From an optimization exercise on the open Yosys and OpenROAD flow, aimed at small area and a short achievable clock period; shortcuts taken in it are not production practice.
In this exercise RTL edits were held to simulation tests only and were not proved equivalent to the original.
No activity file was given, so power comes from the tool's default toggle rates.

==> design/flow/design.v <==
`default_nettype none
package fpAddPkg;
    parameter int FpWidth = 32;
    parameter int ExpWidth = 8;
    parameter int ManWidth = 23;
    parameter int SigWidth = ManWidth + 1;
    parameter int LzcWidth = 5;
    typedef logic [FpWidth-1:0] fpWordT;
    typedef logic [ExpWidth-1:0] expT;
    typedef logic [ManWidth-1:0] manT;
    typedef logic [SigWidth-1:0] sigT;
    typedef logic [LzcWidth-1:0] lzcT;
    parameter fpWordT FpOne = 32'h3f80_0000;
    parameter fpWordT FpMinusOne = 32'hbf80_0000;
    parameter int PipeDepth = 6;
endpackage
`default_nettype wire
`timescale 1ns/1ps
`default_nettype none
import fpAddPkg::*;
module leadZeroCount (
    input  fpAddPkg::sigT sig_i,
    output fpAddPkg::lzcT count_o
);
    always_comb begin
        count_o = LzcWidth'(SigWidth);
        for (int i = 0; i < SigWidth; i++) begin
            if (sig_i[i]) begin
                count_o = LzcWidth'(SigWidth - 1 - i);
            end
        end
    end
endmodule
`default_nettype wire
`timescale 1ns/1ps
`default_nettype none
import fpAddPkg::*;
module fpOperandSplit (
    input  logic   clk_i,
    input  logic   rstn_i,
    input  logic   valid_i,
    input  fpAddPkg::fpWordT a_i,
    output logic   aSign_o,
    output fpAddPkg::expT    aExp_o,
    output fpAddPkg::sigT    aSig_o,
    output logic   vld_o
);
    fpAddPkg::expT aExp;
    fpAddPkg::manT aMan;
    logic aNormal;
    assign aExp = a_i[FpWidth-2 -: ExpWidth];
    assign aMan = a_i[ManWidth-1:0];
    assign aNormal = |aExp;
    always_ff @(posedge clk_i or negedge rstn_i) begin
        if (!rstn_i) begin
            vld_o <= 1'b0;
        end else begin
            vld_o <= valid_i;
        end
    end
    always_ff @(posedge clk_i) begin
        if (valid_i) begin
            aSign_o <= a_i[FpWidth-1];
            aExp_o <= aExp;
            aSig_o <= aNormal ? {1'b1, aMan} : '0;
        end
    end
endmodule
`default_nettype wire
`timescale 1ns/1ps
`default_nettype none
import fpAddPkg::*;
module fpConstAddLane #(
    parameter fpAddPkg::fpWordT LaneConst = fpAddPkg::FpOne
) (
    input  logic            clk_i,
    input  logic            rstn_i,
    input  logic            aSign_i,
    input  fpAddPkg::expT             aExp_i,
    input  fpAddPkg::sigT             aSig_i,
    input  logic            vld_i,
    output logic            sign_o,
    output fpAddPkg::expT             bigExp_o,
    output logic [fpAddPkg::SigWidth:0] sum_o,
    output logic            vld_o
);
    localparam logic KSign = LaneConst[FpWidth-1];
    localparam fpAddPkg::expT KExp = LaneConst[FpWidth-2 -: ExpWidth];
    localparam fpAddPkg::sigT KSig = {1'b1, LaneConst[ManWidth-1:0]};
    logic aBig;
    logic vld2, vld3, vld4;
    logic sign2, sub2;
    fpAddPkg::expT  bigExp2, smallExp2;
    fpAddPkg::sigT  bigSig2, smallSig2;
    logic sign3, sub3;
    fpAddPkg::expT  bigExp3, expDiff3;
    fpAddPkg::sigT  bigSig3, smallSig3;
    logic sign4, sub4;
    fpAddPkg::expT  bigExp4;
    fpAddPkg::sigT  bigSig4, alignSig4;
    assign aBig = (aExp_i > KExp) | ((aExp_i == KExp) & (aSig_i > KSig));
    always_ff @(posedge clk_i or negedge rstn_i) begin
        if (!rstn_i) begin
            vld2 <= 1'b0;
            vld3 <= 1'b0;
            vld4 <= 1'b0;
            vld_o <= 1'b0;
        end else begin
            vld2 <= vld_i;
            vld3 <= vld2;
            vld4 <= vld3;
            vld_o <= vld4;
        end
    end
    always_ff @(posedge clk_i) begin
        if (vld_i) begin
            sign2 <= aBig ? aSign_i : KSign;
            sub2 <= aSign_i ^ KSign;
            bigExp2 <= aBig ? aExp_i : KExp;
            smallExp2 <= aBig ? KExp : aExp_i;
            bigSig2 <= aBig ? aSig_i : KSig;
            smallSig2 <= aBig ? KSig : aSig_i;
        end
    end
    always_ff @(posedge clk_i) begin
        if (vld2) begin
            expDiff3 <= bigExp2 - smallExp2;
            sign3 <= sign2;
            sub3 <= sub2;
            bigExp3 <= bigExp2;
            bigSig3 <= bigSig2;
            smallSig3 <= smallSig2;
        end
    end
    always_ff @(posedge clk_i) begin
        if (vld3) begin
            alignSig4 <= (expDiff3 >= ExpWidth'(SigWidth)) ? '0 : (smallSig3 >> expDiff3);
            sign4 <= sign3;
            sub4 <= sub3;
            bigExp4 <= bigExp3;
            bigSig4 <= bigSig3;
        end
    end
    always_ff @(posedge clk_i) begin
        if (vld4) begin
            if (sub4) begin
                sum_o <= {1'b0, bigSig4} - {1'b0, alignSig4};
            end else begin
                sum_o <= {1'b0, bigSig4} + {1'b0, alignSig4};
            end
            sign_o <= sign4;
            bigExp_o <= bigExp4;
        end
    end
endmodule
`default_nettype wire
`timescale 1ns/1ps
`default_nettype none
import fpAddPkg::*;
module fpNormalizeBank #(
    parameter int NumLanes = 2
) (
    input  logic                            clk_i,
    input  logic                            rstn_i,
    input  logic                            vld_i,
    input  logic   [NumLanes-1:0]           sign_i,
    input  fpAddPkg::expT    [NumLanes-1:0]           bigExp_i,
    input  logic   [NumLanes-1:0][fpAddPkg::SigWidth:0] sum_i,
    output fpAddPkg::fpWordT [NumLanes-1:0]           result_o,
    output logic                            done_o
);
    always_ff @(posedge clk_i or negedge rstn_i) begin
        if (!rstn_i) begin
            done_o <= 1'b0;
        end else begin
            done_o <= vld_i;
        end
    end
    for (genvar g = 0; g < NumLanes; g++) begin : gLane
        fpAddPkg::lzcT    lzc;
        fpAddPkg::sigT    sig;
        fpAddPkg::sigT    shifted;
        logic   carry;
        fpAddPkg::fpWordT word;
        fpAddPkg::fpWordT resultQ;
        assign carry = sum_i[g][SigWidth];
        assign sig = sum_i[g][SigWidth-1:0];
        leadZeroCount i_leadZeroCount (
            .sig_i   (sig),
            .count_o (lzc)
        );
        assign shifted = sig << lzc;
        always_comb begin
            if (carry) begin
                word = {sign_i[g], bigExp_i[g] + 1'b1, sig[SigWidth-1:1]};
            end else if (sig == '0) begin
                word = '0;
            end else begin
                word = {sign_i[g], bigExp_i[g] - ExpWidth'(lzc), shifted[ManWidth-1:0]};
            end
        end
        always_ff @(posedge clk_i or negedge rstn_i) begin
            if (!rstn_i) begin
                resultQ <= '0;
            end else if (vld_i) begin
                resultQ <= word;
            end
        end
        assign result_o[g] = resultQ;
    end
endmodule
`default_nettype wire
`timescale 1ns/1ps
`default_nettype none
import fpAddPkg::*;
module fpAddConstTop #(
    parameter int NumLanes = 2,
    parameter logic [NumLanes*fpAddPkg::FpWidth-1:0] LaneConsts = {fpAddPkg::FpMinusOne, fpAddPkg::FpOne}
) (
    input  logic                  clk_i,
    input  logic                  rstn_i,
    input  logic                  valid_i,
    input  fpAddPkg::fpWordT                a_i,
    output fpAddPkg::fpWordT [NumLanes-1:0] result_o,
    output logic                  done_o
);
    logic aSign;
    fpAddPkg::expT  aExp;
    fpAddPkg::sigT  aSig;
    logic vld1;
    logic [NumLanes-1:0]             laneSign;
    fpAddPkg::expT  [NumLanes-1:0]             laneExp;
    logic [NumLanes-1:0][SigWidth:0] laneSum;
    logic [NumLanes-1:0]             laneVld;
    fpOperandSplit i_fpOperandSplit (
        .clk_i   (clk_i),
        .rstn_i  (rstn_i),
        .valid_i (valid_i),
        .a_i     (a_i),
        .aSign_o (aSign),
        .aExp_o  (aExp),
        .aSig_o  (aSig),
        .vld_o   (vld1)
    );
    for (genvar g = 0; g < NumLanes; g++) begin : gLane
        fpConstAddLane #(
            .LaneConst (LaneConsts[g*FpWidth +: FpWidth])
        ) i_fpConstAddLane (
            .clk_i    (clk_i),
            .rstn_i   (rstn_i),
            .aSign_i  (aSign),
            .aExp_i   (aExp),
            .aSig_i   (aSig),
            .vld_i    (vld1),
            .sign_o   (laneSign[g]),
            .bigExp_o (laneExp[g]),
            .sum_o    (laneSum[g]),
            .vld_o    (laneVld[g])
        );
    end
    fpNormalizeBank #(
        .NumLanes (NumLanes)
    ) i_fpNormalizeBank (
        .clk_i    (clk_i),
        .rstn_i   (rstn_i),
        .vld_i    (laneVld[0]),
        .sign_i   (laneSign),
        .bigExp_i (laneExp),
        .sum_i    (laneSum),
        .result_o (result_o),
        .done_o   (done_o)
    );
endmodule
`default_nettype wire
==> design/flow/run.sh <==
#!/bin/bash
# synth_recipe.tcl (not shown) runs the flow's synth.tcl, then flattens the netlist and writes it again
# the make line also repeats each setting of config.mk as NAME=value (left out here)
make -C /OpenROAD-flow-scripts/flow DESIGN_CONFIG=/design/flow/config.mk WORK_HOME=/design/flow/orfs CLKGATE_MAP_FILE= SYNTH_SCRIPT=/design/flow/synth_recipe.tcl finish
==> design/flow/config.mk <==
export PLATFORM = sky130hd
export DESIGN_NAME = fpAddConstTop
export DESIGN_NICKNAME = fpAddConstTop
export VERILOG_FILES = /design/flow/design.v
export SDC_FILE = /design/flow/constraint.sdc
export NUM_CORES = 4
export LEC_CHECK = 0
export CAP_MARGIN = 20
export CORE_MARGIN = 2
export CORE_UTILIZATION = 40
export SLEW_MARGIN = 20
==> design/flow/constraint.sdc <==
create_clock -name core_clock -period 5.0 [get_ports {clk_i}]
set_input_delay 1.0000 -clock core_clock [delete_from_list [all_inputs] [get_ports {clk_i}]]
set_output_delay 1.0000 -clock core_clock [all_outputs]
set_load 0.01 [all_outputs]
==> run summary <==
-- state kept, by name (all words and copies together) (netlist names), 24 cells and up --
| signal | cells |
|---|---|
| i_fpNormalizeBank.gLane.resultQ | 64 |
| gLane.i_fpConstAddLane.sum_o | 49 |
| gLane.i_fpConstAddLane.bigSig3 | 24 |
| i_fpOperandSplit.aSig_o | 24 |
| gLane.i_fpConstAddLane.smallSig2 | 24 |
| gLane.i_fpConstAddLane.alignSig4 | 24 |
| gLane.i_fpConstAddLane.bigSig2 | 24 |
| gLane.i_fpConstAddLane.smallSig3 | 24 |
| gLane.i_fpConstAddLane.bigSig4 | 24 |
-- routing by layer --
| metal | vias up | track usage [%] | part of all wire, % |
|---|---|---|---|
| met3 | 91 | 3.45 | 5.4 |
| met1 | 6667 | 25.3 | 43 |
| met2 | 400 | 32.8 | 48 |
| met5 | - | 0 | 0 |
| met4 | 0 | 6.07 | 3.0 |
| li1 | 6833 | - | - |
-- through the flow --
stage                     setup slack, ps  cells  cell area, sq um  power, mW
final                                1120   2584             22900       9.06
after global routing                  850   2583             22900       9.51
after CTS                            1120   2583             22900       9.15
after detailed placement             1120   2509             21500       6.02
after global placement               1120   2509             21500       6.02
after floorplan                      1580   1820             19900       5.21
-- cells by family (layout without fill, tap and decap cells) --
logic type | after synthesis | after routing | synth area share, %
and+or+nand+nor | 547 | 547 | 13.7
AOI/OAI and AO/OA | 429 | 429 | 14.5
DFF | 358 | 358 | 52.2
buffers and inverters | 188 | 287 | 3.76
muxes | 160 | 160 | 8.23
adders and majority gates | 73 | 73 | 4.78
xor gates and xnor gates | 64 | 64 | 2.82
other | 1 | 2 | 0.0188
-- final timing paths --
| path | slack [ps] | cells past startpoint | to |
|---|---|---|---|
| setup / recovery | 1120 | 14 | i_fpNormalizeBank.gLane[0].resultQ[29] |
| hold / removal | 410 | 0 | gLane[1].i_fpConstAddLane.bigSig4[1] |
| setup reg to reg | 1120 | 14 | i_fpNormalizeBank.gLane[0].resultQ[29] |
| hold reg to reg | 410 | 0 | gLane[1].i_fpConstAddLane.bigSig4[1] |
| max in group asynchronous | 3710 | 2 | gLane[1].i_fpConstAddLane.vld4 |
| min in group asynchronous | 480 | 1 | i_fpNormalizeBank.gLane[0].resultQ[19] |
-- Yosys cell counts (6+ instances only) --
library cell	instances	area (sq um)
nand2_1	102	383
a211o_1	9	78.8
edfxtp_1	288	8650
ha_1	68	851
or2_2	15	93.8
o21ai_1	9	45.0
nand2b_1	35	219
xnor2_1	50	438
nor4_1	21	131
inv_2	6	22.5
a22oi_1	12	90.1
or3_1	10	62.6
buf_1	14	52.6
o31ai_1	9	67.6
dfrtp_1	70	1750
a211oi_1	28	210
a31oi_1	16	100
nor2b_1	27	169
clkbuf_1	66	248
mux2i_1	133	1330
nand3_1	15	75.1
o311ai_0	6	52.6
a21o_1	20	150
a221oi_1	20	175
a21oi_1	111	556
and3_1	14	87.6
and2_1	77	482
o211ai_1	19	143
xor2_1	14	123
nor3_1	28	140
nor2_1	180	676
buf_2	12	60.1
o22ai_1	15	93.8
o221ai_1	8	70.1
inv_1	84	315
mux2_2	26	293
o21ai_0	66	330
o21a_1	16	120
-- worst max-delay path, delay by kind of cell (launching register included) --
family                     cells  cell delay (ps)
DFF                            1              500
adders and majority gates      2              720
and+or+nand+nor                6             1040
AOI/OAI and AO/OA              4              970
xor gates and xnor gates       1              170
buffers and inverters          1              360
-- power by group --
group / internal, mW / switching, mW / total, mW / leakage, nW
registers: 3.60 / 0.300 / 3.90 / 3.61
clock network: 1.88 / 1.21 / 3.09 / 0.664
logic: 0.883 / 1.19 / 2.07 / 4.56
total: 6.36 / 2.70 / 9.06 / 8.84
-- cell type report --
| type | instances | share of cell area, % |
|---|---|---|
| multi-input combinational | 1274 | 38.3 |
| antenna | 1 | 0.0109 |
| inverter | 92 | 1.51 |
| timing repair buffer | 121 | 5.04 |
| clock inverter | 29 | 1.54 |
| sequential | 358 | 45.5 |
| tap | 664 | 3.63 |
| clock buffer | 45 | 4.55 |
==> out/metrics.cfg <==
[synthesis]
synth-async-reset-ratio_pct=19.6
synth_nets=1928
synth-edff-count=288
ys_warn_count=5
synth_flop_cell=edfxtp_1
synth-seq-cells=358
ys_seq_area_share_pct=52.2
synthDistinctLibCells=80
syn_area_per_cell_sq_um=10.9
syn_area_sq_mm=0.0199
synthCells=1820

[final_layout]
layout.cells.most_common=edfxtp_1
final_layout_size_suffix_gt1_share_pct=8.13
areaGrowthSynthToFinish_pct=15.0
regArea_sq_mm=0.0104
postLayoutCoreUtil_pct=46.7
final_cell_mix=edfxtp_1, nor2_1, mux2i_1
fillCellCount=4556
multi_input_area_sq_mm=0.00876
nets=1996

[worst_setup_path]
crit_arrival_ps=4320
crit_path_max_fanout=14
slowest_stage=edfxtp_1
reg2reg_from=gLane[0].i_fpConstAddLane.sum_o[22]
crit_chain=nor2b_1 > nor4_4 > nand2b_1 > o21ai_4 > clkinv_2 > ha_1 > fa_1 > nor2b_1 > o21ai_0 > nand2b_1 > a211oi_1 > xor2_1 > a221oi_1 > nor2_1
slowest_delay_ps=500
critPathKind=reg -> reg
crit_path_start_kind=flop
startpoint=gLane[0].i_fpConstAddLane.sum_o[22]
cp-end-kind=flop
cp_data_required_time_ps=5450

[hold_path]
hold_class=reg -> reg
hp-start=gLane[1].i_fpConstAddLane.bigSig3[1]

[clocking]
cts_buffer_depth=3
clockRootBuffer=clkbuf_16
ctsResizeCount=0
postCtsHoldBufs=0
post_cts.repair.setup_buffers=0
cts_tree=done
ctsHtreeMaxLevel=2
insertion_delay_ps=560
clkTransAtPathRegs_ps=60
cts_inserted_buffers=41
cts_sinks=358

[timing]
hold_ws_ps=411
period_minus_slack_ps=3880
fin_setup_tns_ps=0
setup_viol=0
fin_crit_sh_pct=77.5
fin_worst_skew_ps=16.4
drv_slew=0
finalHoldViolations=0
slew_headroom_pct=41.3
tightestPinTransition_ps=880
fmax_mhz=258
rsz0062_at_grt=false

[placed_design]
io_buffers=99
post-dp-hpwl_um=37800
place_congestion=0.913

[floorplanning]
fp.coreArea_sq_mm=0.0491
fp.dieW_um=227
ios=100
die_h_um=227
die_area_sq_mm=0.0516
num_rows=81
initial_utilization_pct=40.6

[route]
viasPerCell=5.41
vias=14000
ant_nets=0
dr.pass1.iters=6
drtIter0Drc=983
wl_um=49500
avgRoutedWirePerCell_um=19.1
drc=0

[grt]
gr-usage-all-layers_pct=19.4
grt_pass1_wl_um=77200
grt_max_degree=90
antenna_found_initial=0
overflow=0
grt_pass1_vias=13600

[status]
status=no timing/DRC/antenna violations

[run]
drv_cap=0

[pwr]
ir_worst_vdd_uv=240
leakage_nw=8.84
power_density_mw_per_mm2=396

static timing again, ports no longer ideal:
In the flow no input, the clock included, has a driving cell. The finished layout below was timed again as built, in two steps. Step 1 (the two cells are an assumption about what drives the block):
set clk [get_ports {clk_i}]
set_driving_cell -lib_cell sky130_fd_sc_hd__clkbuf_16 $clk
set_driving_cell -lib_cell sky130_fd_sc_hd__buf_2 [delete_from_list [all_inputs] $clk]
Step 2 also shifts input and output timing later by t, the mid clock arrival at the registers, as if the neighbouring blocks saw the same clock. Three values: no drivers, after step 1, after step 2; two values: the first two.
t (ns): 0.607
setup slack, ns: 1.123 / 1.123 / 1.123
hold slack, ns: 0.411 / 0.411 / 0.411
worst setup path at the end: register to register
slew at the worst register clock pin (ns): 0.06 / 0.06
After both steps this run still meets setup and hold. For this run, drivers alone change the setup slack by 0.000 ns; drivers and shift together by 0.000 ns.
